This design comes from an exercise in tuning for small area and a short achievable clock period on the open sky130 flow, not from production work. Where RTL was checked, it was by simulation tests only, not by an equivalence proof against the original. No activity file was given, so power comes from the tool's default toggle rates.

==> module rvv_backend_mulmac_lanes, before the edit <==
module rvv_backend_mulmac_lanes #(
  parameter int unsigned NUM_LANE = 2,
  parameter int unsigned LAT      = 3,
  parameter int unsigned OP_W     = 32,
  parameter int unsigned TAG_W    = 6
) (
  input  logic                               clk,
  input  logic                               rst,
  input  logic                               trap_flush_rvv,
  input  logic [$clog2(NUM_LANE+1)-1:0]      rs2ex_fifo_cnt,
  input  logic [NUM_LANE*OP_W-1:0]           rs2ex_uop_a,
  input  logic [NUM_LANE*OP_W-1:0]           rs2ex_uop_b,
  input  logic [NUM_LANE-1:0]                rs2ex_uop_signed,
  input  logic [NUM_LANE*TAG_W-1:0]          rs2ex_uop_tag,
  output logic [NUM_LANE-1:0]                ex2rs_fifo_pop,
  output logic [NUM_LANE-1:0]                ex2rob_valid,
  output logic [NUM_LANE*2*OP_W-1:0]         ex2rob_result,
  output logic [NUM_LANE*TAG_W-1:0]          ex2rob_tag,
  input  logic [NUM_LANE-1:0]                rob2ex_ready
);
  localparam int unsigned RES_W = 2 * OP_W;
  localparam int unsigned LO_W  = 17;
  localparam int unsigned HI_W  = RES_W - LO_W;
  logic [NUM_LANE-1:0] lane_rdy;
  logic [NUM_LANE-1:0] pop;
  logic [NUM_LANE-1:0] head_vld;
  rvv_mulmac_pop u_pop (
    .cnt   (rs2ex_fifo_cnt),
    .flush (trap_flush_rvv),
    .rst   (rst),
    .vld   (head_vld),
    .ready (rob2ex_ready),
    .pop   (pop)
  );
  assign ex2rs_fifo_pop = pop;
  for (genvar l = 0; l < NUM_LANE; l++) begin : g_lane
    logic [2:0]       vld_q;
    logic             data_en;
    logic [32:0]      nax;
    logic [32:0]      bx;
    logic [16:0]      nx1;
    logic [15:0]      nx2;
    logic [15:0]      neg;
    logic [32:0]      nax_q;
    logic [32:0]      bx_q;
    logic [RES_W-1:0] cs_s;
    logic [RES_W-1:0] cs_c;
    logic [LO_W:0]    lo_sum;
    logic [LO_W-1:0]  lo1_q;
    logic             cy1_q;
    logic [HI_W-1:0]  hs1_q;
    logic [HI_W-1:0]  hc1_q;
    logic [HI_W-1:0]  hi_sum;
    logic [RES_W-1:0] res2_q;
    logic [TAG_W-1:0] tag_q [3];
    assign head_vld[l] = vld_q[2];
    rvv_mulmac_rdy u_rdy (.vld(vld_q[2]), .ready(rob2ex_ready[l]), .rdy(lane_rdy[l]));
    rvv_mulmac_rdy u_den (.vld(vld_q[2]), .ready(rob2ex_ready[l]), .rdy(data_en));
    always_ff @(posedge clk) begin
      if (rst || trap_flush_rvv) begin
        vld_q <= '0;
      end else if (lane_rdy[l]) begin
        vld_q <= {vld_q[1:0], pop[l]};
      end
    end
    assign nax = ~{rs2ex_uop_signed[l] & rs2ex_uop_a[l*OP_W+OP_W-1], rs2ex_uop_a[l*OP_W +: OP_W]};
    assign bx  = {rs2ex_uop_signed[l] & rs2ex_uop_b[l*OP_W+OP_W-1], rs2ex_uop_b[l*OP_W +: OP_W]};
    rvv_mulmac_benc u_benc (
      .bx  (bx_q),
      .nx1 (nx1),
      .nx2 (nx2),
      .neg (neg)
    );
    rvv_mulmac_mul33 u_mul (
      .nax (nax_q),
      .nx1 (nx1),
      .nx2 (nx2),
      .neg (neg),
      .r0  (cs_s),
      .r1  (cs_c)
    );
    assign lo_sum = {1'b0, cs_s[LO_W-1:0]} + {1'b0, cs_c[LO_W-1:0]};
    rvv_mulmac_addhi u_addhi (.a(hs1_q), .b(hc1_q), .ci(cy1_q), .s(hi_sum));
    always_ff @(posedge clk) begin
      if (data_en) begin
        nax_q    <= nax;
        bx_q     <= bx;
        tag_q[0] <= rs2ex_uop_tag[l*TAG_W +: TAG_W];
        lo1_q    <= lo_sum[LO_W-1:0];
        cy1_q    <= lo_sum[LO_W];
        hs1_q    <= cs_s[RES_W-1:LO_W];
        hc1_q    <= cs_c[RES_W-1:LO_W];
        tag_q[1] <= tag_q[0];
        res2_q   <= {hi_sum, lo1_q};
        tag_q[2] <= tag_q[1];
      end
    end
    assign ex2rob_valid[l]                 = vld_q[2] && !trap_flush_rvv;
    assign ex2rob_result[l*RES_W +: RES_W] = res2_q;
    assign ex2rob_tag[l*TAG_W +: TAG_W]    = tag_q[2];
  end
endmodule
==> module rvv_mulmac_benc, before the edit <==
module rvv_mulmac_benc (
  input  logic [32:0] bx,
  output logic [16:0] nx1,
  output logic [15:0] nx2,
  output logic [15:0] neg
);
  logic [33:0] bz;
  assign bz = {bx, 1'b0};
  for (genvar j = 0; j < 17; j++) begin : g_dig
    assign nx1[j] = ~(bz[2*j+1] ^ bz[2*j]);
    if (j < 16) begin : g_x2
      assign neg[j] = bz[2*j+2];
      assign nx2[j] = ~((bz[2*j+2] & ~bz[2*j+1] & ~bz[2*j]) | (~bz[2*j+2] & bz[2*j+1] & bz[2*j]));
    end
  end
endmodule
clock: 11.5 ns
lec_check: 0
cap_margin: 20
core_margin: 2
core_utilization: 70
cts_buf_list: sky130_fd_sc_hd__clkbuf_16
cts_cluster_diameter: 80
cts_cluster_size: 24
slew_margin: 20
synth_hierarchical: 1
synth_minimum_keep_size: 0
standard.sh (not shown) runs the stock make flow with config.mk's settings and CLKGATE_MAP_FILE= SYNTH_SCRIPT=/design/flow/synth_recipe.tcl, a recipe that flattens the netlist after the stock synthesis.
==> flow/flow/run.sh <==
#!/bin/bash
# The standard ORFS layout (standard.sh, unchanged synthesis), with two changes to how
# the layout is optimised: the setup repair aims for a larger slack margin, and the port
# buffers are plain buffers (buf_1) rather than delay buffers. The SDC is the standard flow's.
set -euo pipefail
bash standard.sh SETUP_SLACK_MARGIN=6.4 "BUFFER_PORTS_ARGS=-buffer_cell sky130_fd_sc_hd__buf_1" finish > standard_flow.log 2>&1
The baseline finished clean.
Change:
--- a/flow/design.v
+++ b/flow/design.v
@@ -37,12 +37,13 @@
     logic [2:0]       vld_q;
     logic             data_en;
     logic [32:0]      nax;
-    logic [32:0]      bx;
     logic [16:0]      nx1;
     logic [15:0]      nx2;
     logic [15:0]      neg;
     logic [32:0]      nax_q;
-    logic [32:0]      bx_q;
+    logic [16:0]      nx1_q;
+    logic [15:0]      nx2_q;
+    logic [15:0]      neg_q;
     logic [RES_W-1:0] cs_s;
     logic [RES_W-1:0] cs_c;
     logic [LO_W:0]    lo_sum;
@@ -63,19 +64,20 @@
         vld_q <= {vld_q[1:0], pop[l]};
       end
     end
-    assign nax = ~{rs2ex_uop_signed[l] & rs2ex_uop_a[l*OP_W+OP_W-1], rs2ex_uop_a[l*OP_W +: OP_W]};
-    assign bx  = {rs2ex_uop_signed[l] & rs2ex_uop_b[l*OP_W+OP_W-1], rs2ex_uop_b[l*OP_W +: OP_W]};
     rvv_mulmac_benc u_benc (
-      .bx  (bx_q),
+      .a   (rs2ex_uop_a[l*OP_W +: OP_W]),
+      .b   (rs2ex_uop_b[l*OP_W +: OP_W]),
+      .sgn (rs2ex_uop_signed[l]),
+      .nax (nax),
       .nx1 (nx1),
       .nx2 (nx2),
       .neg (neg)
     );
     rvv_mulmac_mul33 u_mul (
       .nax (nax_q),
-      .nx1 (nx1),
-      .nx2 (nx2),
-      .neg (neg),
+      .nx1 (nx1_q),
+      .nx2 (nx2_q),
+      .neg (neg_q),
       .r0  (cs_s),
       .r1  (cs_c)
     );
@@ -84,7 +86,9 @@
     always_ff @(posedge clk) begin
       if (data_en) begin
         nax_q    <= nax;
-        bx_q     <= bx;
+        nx1_q    <= nx1;
+        nx2_q    <= nx2;
+        neg_q    <= neg;
         tag_q[0] <= rs2ex_uop_tag[l*TAG_W +: TAG_W];
         lo1_q    <= lo_sum[LO_W-1:0];
         cy1_q    <= lo_sum[LO_W];
@@ -101,18 +105,22 @@
   end
 endmodule
 module rvv_mulmac_benc (
-  input  logic [32:0] bx,
+  input  logic [31:0] a,
+  input  logic [31:0] b,
+  input  logic        sgn,
+  output logic [32:0] nax,
   output logic [16:0] nx1,
   output logic [15:0] nx2,
   output logic [15:0] neg
 );
-  logic [33:0] bz;
-  assign bz = {bx, 1'b0};
+  logic [34:0] bx;
+  assign nax = ~{sgn & a[31], a};
+  assign bx  = {{2{sgn & b[31]}}, b, 1'b0};
   for (genvar j = 0; j < 17; j++) begin : g_dig
-    assign nx1[j] = ~(bz[2*j+1] ^ bz[2*j]);
+    assign nx1[j] = ~(bx[2*j+1] ^ bx[2*j]);
     if (j < 16) begin : g_x2
-      assign neg[j] = bz[2*j+2];
-      assign nx2[j] = ~((bz[2*j+2] & ~bz[2*j+1] & ~bz[2*j]) | (~bz[2*j+2] & bz[2*j+1] & bz[2*j]));
+      assign neg[j] = bx[2*j+2];
+      assign nx2[j] = ~((bx[2*j+2] & ~bx[2*j+1] & ~bx[2*j]) | (~bx[2*j+2] & bx[2*j+1] & bx[2*j]));
     end
   end
 endmodule
Result:
- utilization shrinks by 2.0 points
- final area shrinks by 0.96%
- die area grows by 1.5%
- total power shrinks by 1.9%
- critical path depth stays the same
For the first run of this note, only the layout was checked, not whether the RTL still works.

separate check: timing with driven ports:
How much do the figures lean on ideal ports? The routed layouts below were timed once more, with nothing changed but the port constraints. Step 1 (the two cells are an assumption about what drives the block):
set clk [get_ports {clk}]
set_driving_cell -lib_cell sky130_fd_sc_hd__clkbuf_16 $clk
set_driving_cell -lib_cell sky130_fd_sc_hd__buf_2 [delete_from_list [all_inputs] $clk]
Step 2 also shifts input and output timing later by t, the mid clock arrival at the registers, as if the neighbouring blocks saw the same clock. a / b / c = no drivers / after step 1 / after step 2; a / b = the first two.
run	t, ns	setup slack, ns	hold slack, ns
the first run	0.728	6.316 / 6.262 / 6.262	0.413 / 0.413 / 0.413
the second run	0.710	6.283 / 6.243 / 6.243	0.412 / 0.412 / 0.412
After both steps setup and hold are still met in every run listed. For the first run, which loses most, drivers alone change the setup slack by -0.054 ns; drivers and shift together by -0.054 ns.
